Background: an optimization exercise with open tools, aiming at small area. Do not read the settings as production practice. At most, simulation tests tie the RTL to the original design; equivalence was not proved. Power and IR drop assume default switching activity.

==> inputs of v17 <==
==> flow/design.v <==
module program_mem_ctrl #(
    parameter int INS_W  = 12,
    parameter int ADDR_W = 8
) (
    input  logic              clk,
    input  logic              rst_n,
    input  logic              load_start,
    input  logic [ADDR_W-1:0] load_base,
    input  logic              load_valid,
    input  logic [INS_W-1:0]  load_data,
    input  logic              load_last,
    input  logic              fetch_en,
    input  logic [ADDR_W-1:0] fetch_addr,
    output logic              load_ready,
    output logic              load_done,
    output logic              load_err,
    output logic [ADDR_W:0]   load_count,
    output logic [INS_W-1:0]  load_sum,
    output logic              busy,
    output logic [INS_W-1:0]  ins,
    output logic              ins_valid
);
    localparam int DEPTH = 2 ** ADDR_W;
    localparam logic [ADDR_W:0]   CNT_ONE  = (ADDR_W+1)'(1);
    localparam logic [ADDR_W:0]   CNT_LAST = (ADDR_W+1)'(DEPTH - 1);
    localparam logic [ADDR_W-1:0] PTR_ONE  = ADDR_W'(1);
    typedef enum logic [1:0] {IDLE, LOAD, DONE} state_e;
    state_e             state_q, state_d;
    logic [ADDR_W-1:0]  wptr_q, wptr_d;
    logic [ADDR_W:0]    cnt_q, cnt_d;
    logic [INS_W-1:0]   sum_q, sum_d;
    logic               err_q, err_d;
    logic [INS_W-1:0]   ins_q, ins_d;
    logic               ins_vld_q, ins_vld_d;
    logic               hs;
    logic [INS_W-1:0]   mem [DEPTH];
    always_ff @(posedge clk or negedge rst_n) begin
        if (!rst_n) begin
            state_q   <= IDLE;
            wptr_q    <= '0;
            cnt_q     <= '0;
            sum_q     <= '0;
            err_q     <= 1'b0;
            ins_q     <= '0;
            ins_vld_q <= 1'b0;
        end else begin
            state_q   <= state_d;
            wptr_q    <= wptr_d;
            cnt_q     <= cnt_d;
            sum_q     <= sum_d;
            err_q     <= err_d;
            ins_q     <= ins_d;
            ins_vld_q <= ins_vld_d;
        end
    end
    always_comb begin
        state_d = state_q;
        wptr_d  = wptr_q;
        cnt_d   = cnt_q;
        sum_d   = sum_q;
        err_d   = err_q;
        hs      = 1'b0;
        case (state_q)
            IDLE: begin
                if (load_start) begin
                    state_d = LOAD;
                    wptr_d  = load_base;
                    cnt_d   = '0;
                    sum_d   = '0;
                    err_d   = 1'b0;
                end
            end
            LOAD: begin
                if (load_valid) begin
                    hs     = 1'b1;
                    wptr_d = wptr_q + PTR_ONE;
                    cnt_d  = cnt_q + CNT_ONE;
                    sum_d  = sum_q + load_data;
                    if (load_last) begin
                        state_d = DONE;
                        err_d   = 1'b0;
                    end else if (cnt_q == CNT_LAST) begin
                        state_d = DONE;
                        err_d   = 1'b1;
                    end
                end
            end
            DONE:    state_d = IDLE;
            default: state_d = IDLE;
        endcase
    end
    always_comb begin
        ins_d     = '0;
        ins_vld_d = 1'b0;
        if (state_q == IDLE && fetch_en) begin
            ins_d     = mem[fetch_addr];
            ins_vld_d = 1'b1;
        end
    end
    always_ff @(posedge clk) begin
        if (hs) mem[wptr_q] <= load_data;
    end
    assign load_ready = (state_q == LOAD);
    assign load_done  = (state_q == DONE) && !err_q;
    assign load_err   = (state_q == DONE) &&  err_q;
    assign busy       = (state_q != IDLE);
    assign load_count = cnt_q;
    assign load_sum   = sum_q;
    assign ins        = ins_q;
    assign ins_valid  = ins_vld_q;
endmodule
==> flow/run.sh <==
#!/bin/bash
# synth_recipe.tcl (not shown) runs the flow's synth.tcl, then flattens the netlist and writes it again
# the make line also repeats each setting of config.mk as NAME=value (left out here)
make -C /OpenROAD-flow-scripts/flow DESIGN_CONFIG=/design/flow/config.mk WORK_HOME=/design/flow/orfs CLKGATE_MAP_FILE= SYNTH_SCRIPT=/design/flow/synth_recipe.tcl finish
==> flow/config.mk <==
export PLATFORM = sky130hd
export DESIGN_NAME = program_mem_ctrl
export DESIGN_NICKNAME = program_mem_ctrl
export VERILOG_FILES = /design/flow/design.v
export SDC_FILE = /design/flow/constraint.sdc
export NUM_CORES = 4
export LEC_CHECK = 0
export CAP_MARGIN = 20
export CORE_MARGIN = 2
export CORE_UTILIZATION = 40
export SLEW_MARGIN = 20
==> flow/constraint.sdc <==
create_clock -name core_clock -period 5.0 [get_ports {clk}]
set_input_delay 1.0000 -clock core_clock [delete_from_list [all_inputs] [get_ports {clk}]]
set_output_delay 1.0000 -clock core_clock [all_outputs]
set_load 0.01 [all_outputs]
==> v29 (differences from v17) <==
--- a/flow/design.v
+++ b/flow/design.v
@@ -21,6 +21,7 @@
     output logic              ins_valid
 );
     localparam int DEPTH = 2 ** ADDR_W;
+    localparam int NRING = DEPTH / 2;
     localparam logic [ADDR_W:0]   CNT_ONE  = (ADDR_W+1)'(1);
     localparam logic [ADDR_W:0]   CNT_LAST = (ADDR_W+1)'(DEPTH - 1);
     localparam logic [ADDR_W-1:0] PTR_ONE  = ADDR_W'(1);
@@ -33,11 +34,9 @@
     logic [INS_W-1:0]   ins_q, ins_d;
     logic               ins_vld_q, ins_vld_d;
     logic               hs;
-    logic [INS_W-1:0]   mem [DEPTH];
     always_ff @(posedge clk or negedge rst_n) begin
         if (!rst_n) begin
             state_q   <= IDLE;
-            wptr_q    <= '0;
             cnt_q     <= '0;
             sum_q     <= '0;
             err_q     <= 1'b0;
@@ -45,7 +44,6 @@
             ins_vld_q <= 1'b0;
         end else begin
             state_q   <= state_d;
-            wptr_q    <= wptr_d;
             cnt_q     <= cnt_d;
             sum_q     <= sum_d;
             err_q     <= err_d;
@@ -53,6 +51,7 @@
             ins_vld_q <= ins_vld_d;
         end
     end
+    always_ff @(posedge clk) wptr_q <= wptr_d;
     always_comb begin
         state_d = state_q;
         wptr_d  = wptr_q;
@@ -89,16 +88,88 @@
             default: state_d = IDLE;
         endcase
     end
+    logic               ph, q1;
+    logic [INS_W-1:0]   pos0 [NRING];
+    logic [INS_W-1:0]   pos1 [NRING];
+    logic               pend_v;
+    logic [ADDR_W-1:0]  pend_a;
+    logic [INS_W-1:0]   pend_d;
+    logic               direct;
+    logic               wr_go;
+    logic [ADDR_W-2:0]  wr_ring;
+    logic [INS_W-1:0]   wr_data, wr_bus;
+    logic [NRING-1:0]   wr_en, wr_en_n;
+    assign direct  = wptr_q[0] ^ ph;
+    assign wr_go   = pend_v | (hs & direct);
+    assign wr_ring = pend_v ? pend_a[ADDR_W-1:1] : wptr_q[ADDR_W-1:1];
+    assign wr_data = pend_v ? pend_d : load_data;
+    assign wr_bus  = wr_data ^ {INS_W{q1}};
     always_comb begin
-        ins_d     = '0;
-        ins_vld_d = 1'b0;
-        if (state_q == IDLE && fetch_en) begin
-            ins_d     = mem[fetch_addr];
-            ins_vld_d = 1'b1;
+        for (int g = 0; g < NRING; g++) begin
+            wr_en[g]   = wr_go && (wr_ring == (ADDR_W-1)'(g));
+            wr_en_n[g] = !wr_en[g];
         end
     end
     always_ff @(posedge clk) begin
-        if (hs) mem[wptr_q] <= load_data;
+        ph     <= ~ph;
+        q1     <= q1 ^ ph;
+        pend_v <= hs & ~direct;
+        pend_a <= wptr_q;
+        pend_d <= load_data;
+    end
+    logic [INS_W-1:0]   pos0_d [NRING];
+    for (genvar g = 0; g < NRING; g++) begin : g_ring
+        for (genvar i = 0; i < INS_W; i++) begin : g_bit
+            pmem_oai22 u_wr (.a1(wr_en_n[g]), .a2(wr_bus[i]), .b1(wr_en[g]), .b2(pos1[g][i]),
+                             .y(pos0_d[g][i]));
+        end
+    end
+    always_ff @(posedge clk) begin
+        for (int g = 0; g < NRING; g++) begin
+            pos1[g] <= pos0[g];
+            pos0[g] <= pos0_d[g];
+        end
+    end
+    localparam int NGRP = (DEPTH + 2) / 3;
+    logic [INS_W-1:0]   phys [NGRP*3];
+    logic [NGRP*3-1:0]  rsel;
+    logic [ADDR_W-1:0]  ridx;
+    logic [INS_W-1:0]   grp_n [NGRP];
+    logic [INS_W-1:0]   rraw, rdata;
+    logic               rpol;
+    assign ridx = {fetch_addr[ADDR_W-1:1], fetch_addr[0] ^ ph};
+    assign rpol = q1 ^ (fetch_addr[0] & ph);
+    always_comb begin
+        for (int k = 0; k < NGRP*3; k++) begin
+            rsel[k] = (k < DEPTH) && (ridx == ADDR_W'(k));
+            phys[k] = '0;
+        end
+        for (int g = 0; g < NRING; g++) begin
+            phys[2*g]   = pos0[g];
+            phys[2*g+1] = pos1[g];
+        end
+    end
+    for (genvar k = 0; k < NGRP; k++) begin : g_grp
+        for (genvar i = 0; i < INS_W; i++) begin : g_bit
+            if (3*k + 2 < DEPTH) begin : g_3
+                pmem_aoi222 u_rd (.a1(phys[3*k][i]), .a2(rsel[3*k]),
+                                  .b1(phys[3*k+1][i]), .b2(rsel[3*k+1]),
+                                  .c1(phys[3*k+2][i]), .c2(rsel[3*k+2]),
+                                  .y(grp_n[k][i]));
+            end else begin : g_1
+                assign grp_n[k][i] = !(phys[3*k][i] && rsel[3*k]);
+            end
+        end
+    end
+    always_comb begin
+        rraw = '0;
+        for (int k = 0; k < NGRP; k++) rraw = rraw | ~grp_n[k];
+        rdata = rraw ^ {INS_W{rpol}};
+        if (pend_v && pend_a == fetch_addr) rdata = pend_d;
+    end
+    always_comb begin
+        ins_vld_d = (state_q == IDLE) && fetch_en;
+        ins_d     = ins_vld_d ? rdata : '0;
     end
     assign load_ready = (state_q == LOAD);
     assign load_done  = (state_q == DONE) && !err_q;
@@ -109,3 +180,15 @@
     assign ins        = ins_q;
     assign ins_valid  = ins_vld_q;
 endmodule
+module pmem_oai22 (
+    input  logic a1, a2, b1, b2,
+    output logic y
+);
+    assign y = !((a1 || a2) && (b1 || b2));
+endmodule
+module pmem_aoi222 (
+    input  logic a1, a2, b1, b2, c1, c2,
+    output logic y
+);
+    assign y = !((a1 && a2) || (b1 && b2) || (c1 && c2));
+endmodule
- SYNTH_HIERARCHICAL: unset -> 1
- SYNTH_MINIMUM_KEEP_SIZE: unset -> 0
==> v14 (differences from v17) <==
--- a/flow/design.v
+++ b/flow/design.v
@@ -21,6 +21,7 @@
     output logic              ins_valid
 );
     localparam int DEPTH = 2 ** ADDR_W;
+    localparam int NRING = DEPTH / 2;
     localparam logic [ADDR_W:0]   CNT_ONE  = (ADDR_W+1)'(1);
     localparam logic [ADDR_W:0]   CNT_LAST = (ADDR_W+1)'(DEPTH - 1);
     localparam logic [ADDR_W-1:0] PTR_ONE  = ADDR_W'(1);
@@ -31,28 +32,29 @@
     logic [INS_W-1:0]   sum_q, sum_d;
     logic               err_q, err_d;
     logic [INS_W-1:0]   ins_q, ins_d;
+    logic               pol_q, pol_d;
     logic               ins_vld_q, ins_vld_d;
     logic               hs;
-    logic [INS_W-1:0]   mem [DEPTH];
     always_ff @(posedge clk or negedge rst_n) begin
         if (!rst_n) begin
             state_q   <= IDLE;
-            wptr_q    <= '0;
             cnt_q     <= '0;
             sum_q     <= '0;
             err_q     <= 1'b0;
             ins_q     <= '0;
+            pol_q     <= 1'b0;
             ins_vld_q <= 1'b0;
         end else begin
             state_q   <= state_d;
-            wptr_q    <= wptr_d;
             cnt_q     <= cnt_d;
             sum_q     <= sum_d;
             err_q     <= err_d;
             ins_q     <= ins_d;
+            pol_q     <= pol_d;
             ins_vld_q <= ins_vld_d;
         end
     end
+    always_ff @(posedge clk) wptr_q <= wptr_d;
     always_comb begin
         state_d = state_q;
         wptr_d  = wptr_q;
@@ -89,16 +91,93 @@
             default: state_d = IDLE;
         endcase
     end
-    always_comb begin
+    logic               ph, q1;
+    logic [INS_W-1:0]   pos0 [NRING];
+    logic [INS_W-1:0]   pos1 [NRING];
+    logic               pend_v;
+    logic [ADDR_W-1:0]  pend_a;
+    logic [INS_W-1:0]   pend_d;
+    logic               direct;
+    logic               wr_go;
+    logic [ADDR_W-2:0]  wr_ring;
+    logic [INS_W-1:0]   wr_data, wr_bus;
+    logic [NRING-1:0]   wr_en, wr_en_n;
+    assign direct  = wptr_q[0] ^ ph;
+    assign wr_go   = pend_v | (hs & direct);
+    assign wr_ring = pend_v ? pend_a[ADDR_W-1:1] : wptr_q[ADDR_W-1:1];
+    assign wr_data = pend_v ? pend_d : load_data;
+    assign wr_bus  = wr_data ^ {INS_W{q1}};
+    always_comb begin
+        for (int g = 0; g < NRING; g++) begin
+            wr_en[g]   = wr_go && (wr_ring == (ADDR_W-1)'(g));
+            wr_en_n[g] = !wr_en[g];
+        end
+    end
+    always_ff @(posedge clk) begin
+        ph     <= ~ph;
+        q1     <= q1 ^ ph;
+        pend_v <= hs & ~direct;
+        pend_a <= wptr_q;
+        pend_d <= load_data;
+    end
+    logic [INS_W-1:0]   pos0_d [NRING];
+    for (genvar g = 0; g < NRING; g++) begin : g_ring
+        for (genvar i = 0; i < INS_W; i++) begin : g_bit
+            pmem_oai22 u_wr (.a1(wr_en_n[g]), .a2(wr_bus[i]), .b1(wr_en[g]), .b2(pos1[g][i]),
+                             .y(pos0_d[g][i]));
+        end
+    end
+    always_ff @(posedge clk) begin
+        for (int g = 0; g < NRING; g++) begin
+            pos1[g] <= pos0[g];
+            pos0[g] <= pos0_d[g];
+        end
+    end
+    localparam int NGRP = (DEPTH + 2) / 3;
+    logic [INS_W-1:0]   phys [NGRP*3];
+    logic [NGRP*3-1:0]  rsel;
+    logic [NRING-1:0]   rring;
+    logic               rpos;
+    logic [INS_W-1:0]   grp_n [NGRP];
+    logic [INS_W-1:0]   rraw;
+    logic               rpol, byp;
+    assign rpos = fetch_addr[0] ^ ph;
+    assign rpol = q1 ^ (fetch_addr[0] & ph);
+    assign byp  = pend_v && (pend_a == fetch_addr);
+    always_comb begin
+        for (int g = 0; g < NRING; g++) rring[g] = (fetch_addr[ADDR_W-1:1] == (ADDR_W-1)'(g));
+        for (int k = 0; k < NGRP*3; k++) begin
+            rsel[k] = 1'b0;
+            phys[k] = '0;
+        end
+        for (int g = 0; g < NRING; g++) begin
+            rsel[2*g]   = rring[g] && !rpos;
+            rsel[2*g+1] = rring[g] &&  rpos;
+            phys[2*g]   = pos0[g];
+            phys[2*g+1] = pos1[g];
+        end
+    end
+    for (genvar k = 0; k < NGRP; k++) begin : g_grp
+        for (genvar i = 0; i < INS_W; i++) begin : g_bit
+            if (3*k + 2 < DEPTH) begin : g_3
+                pmem_aoi222 u_rd (.a1(phys[3*k][i]), .a2(rsel[3*k]),
+                                  .b1(phys[3*k+1][i]), .b2(rsel[3*k+1]),
+                                  .c1(phys[3*k+2][i]), .c2(rsel[3*k+2]),
+                                  .y(grp_n[k][i]));
+            end else begin : g_1
+                assign grp_n[k][i] = !(phys[3*k][i] && rsel[3*k]);
+            end
+        end
+    end
+    always_comb begin
+        rraw = '0;
+        for (int k = 0; k < NGRP; k++) rraw = rraw | ~grp_n[k];
+    end
+    always_comb begin
+        ins_vld_d = (state_q == IDLE) && fetch_en;
+        pol_d     = ins_vld_d && !byp && rpol;
         ins_d     = '0;
-        ins_vld_d = 1'b0;
-        if (state_q == IDLE && fetch_en) begin
-            ins_d     = mem[fetch_addr];
-            ins_vld_d = 1'b1;
-        end
-    end
-    always_ff @(posedge clk) begin
-        if (hs) mem[wptr_q] <= load_data;
+        if (ins_vld_d) ins_d = byp ? pend_d : rraw;
     end
     assign load_ready = (state_q == LOAD);
     assign load_done  = (state_q == DONE) && !err_q;
@@ -106,6 +185,18 @@
     assign busy       = (state_q != IDLE);
     assign load_count = cnt_q;
     assign load_sum   = sum_q;
-    assign ins        = ins_q;
+    assign ins        = ins_q ^ {INS_W{pol_q}};
     assign ins_valid  = ins_vld_q;
 endmodule
+module pmem_oai22 (
+    input  logic a1, a2, b1, b2,
+    output logic y
+);
+    assign y = !((a1 || a2) && (b1 || b2));
+endmodule
+module pmem_aoi222 (
+    input  logic a1, a2, b1, b2, c1, c2,
+    output logic y
+);
+    assign y = !((a1 && a2) || (b1 && b2) || (c1 && c2));
+endmodule
- CORE_UTILIZATION: 40 -> 45
- CTS_CLUSTER_DIAMETER: unset -> 80
- CTS_CLUSTER_SIZE: unset -> 25
- SYNTH_HIERARCHICAL: unset -> 1
- SYNTH_MINIMUM_KEEP_SIZE: unset -> 0
==> notes <==
v29 ran to the end with no violations. v17 ran to the end with no violations. v14 passed the timing, design-rule and antenna checks.
Of v17 and v29, v29 has the higher via count (gap about 20%, measured against v29).
Against v17, the clock skew of v14 is lower by 0.033 ns.
Between v29 and v17, the lower final cell count is in v17 (gap 8.3%, measured against v17).
Between v29 and v17, the lower synthesized area is in v29 (gap 25%, measured against v17).
Against v14, the sequential power of v17 is lower by about 6%.
Between v29 and v17, the lower first-iteration DRC count is in v17 (gap 72%, measured against v17).
Flip-flop and latch count, lowest first: v17, v29, v14.
Hold slack, highest first: v17, v29, v14.
Of v14 and v29, v14 has the higher combinational power (gap 5.2%, measured against v29).
Fmax, lowest first: v14, v29, v17.
Of v17 and v14, v17 has the higher register-to-register slack (gap 0.93 ns).
==> figures <==
|  | v29 | v14 | v17 |
|---|---|---|---|
| RR Endpoint | ins_q[1]$_DFF_PN0_ | ins_q[6]$_DFF_PN0_ | ins_q[7]$_DFF_PN0_ |
| Non-filler instance count after layout | 11000 | 10400 | 10100 |
| Worst ir drop on vdd | 398 uV | 373 uV | 394 uV |
| CP max stage cell | sky130_fd_sc_hd__nor4_1 | sky130_fd_sc_hd__nor4_1 | sky130_fd_sc_hd__nand2_2 |
| Required arrival time at the worst endpoint | 5.80 ns | 5.72 ns | 5.81 ns |
| Yosys top cell by area | sky130_fd_sc_hd__dfxtp_1 | sky130_fd_sc_hd__dfxtp_1 | sky130_fd_sc_hd__edfxtp_1 |
| Status | finished clean | finished clean | finished clean |
| Post-synthesis simple-gate area fraction | 4.95% | 5.86% | 2.20% |
| Leak Pwr | 44.1 nW | 40.0 nW | 43.6 nW |
| Layout clock buffer count | 457 | 165 | 394 |
| Xor and xnor fraction of the mapped netlist area | 0.528% | 0.536% | 0.110% |
| GRT met3 Usage | 6.52% | 9.41% | 4.24% |
| Number of vias in the routed layout | 73400 | 74600 | 59000 |
| # nets final | 7814 | 7759 | 6006 |
| Routed met2 length | 143000 um | 145000 um | 154000 um |
| Switching pwr | 14.6 mW | 13.0 mW | 12.6 mW |
| Count of cell types in the netlist | 56 | 55 | 52 |
| Count of state elements after synthesis | 3140 | 3141 | 3117 |
| Wire length of the first global-routing pass | 486000 um | 505000 um | 452000 um |
| Met1 usage in global routing | 37.9% | 47.3% | 29.6% |
| Final area over synthesized area | 1.215x | 1.139x | 1.157x |
| EDFF count, synth | 8 | 8 | 3072 |
| Internal power | 44.6 mW | 35.9 mW | 44.2 mW |
For v17, only the layout was checked, not whether the RTL still works.

separate check: timing with driven ports:
How much do the figures lean on ideal ports? The routed layouts below were timed once more, with nothing changed but the port constraints.
Step 1, drivers: a clkbuf_16 drives clk and a buf_2 each remaining input, both assumed.
Step 2, shift: input delay + t, output delay - t, t = (earliest + latest rising clock arrival at the registers) / 2. This alone moves slack from input paths to output paths.
Slacks: no drivers / after step 1 / after step 2; pairs: no drivers / after step 1.
run | t, ns | slack for setup (ns) | worst data-port slew with drivers (ns)
v17 | 1.010 | 0.530 / 0.594 / -0.416 | 0.14
v29 | 1.011 | 0.213 / 0.245 / -0.766 | 0.19
v14 | 0.951 | 0.145 / 0.208 / -0.743 | 0.10
Met with ideal ports but missed after step 2: setup timing in every run listed. The setup slack of v29, which loses most, moves by +0.032 ns with the drivers and by -0.979 ns with both steps.
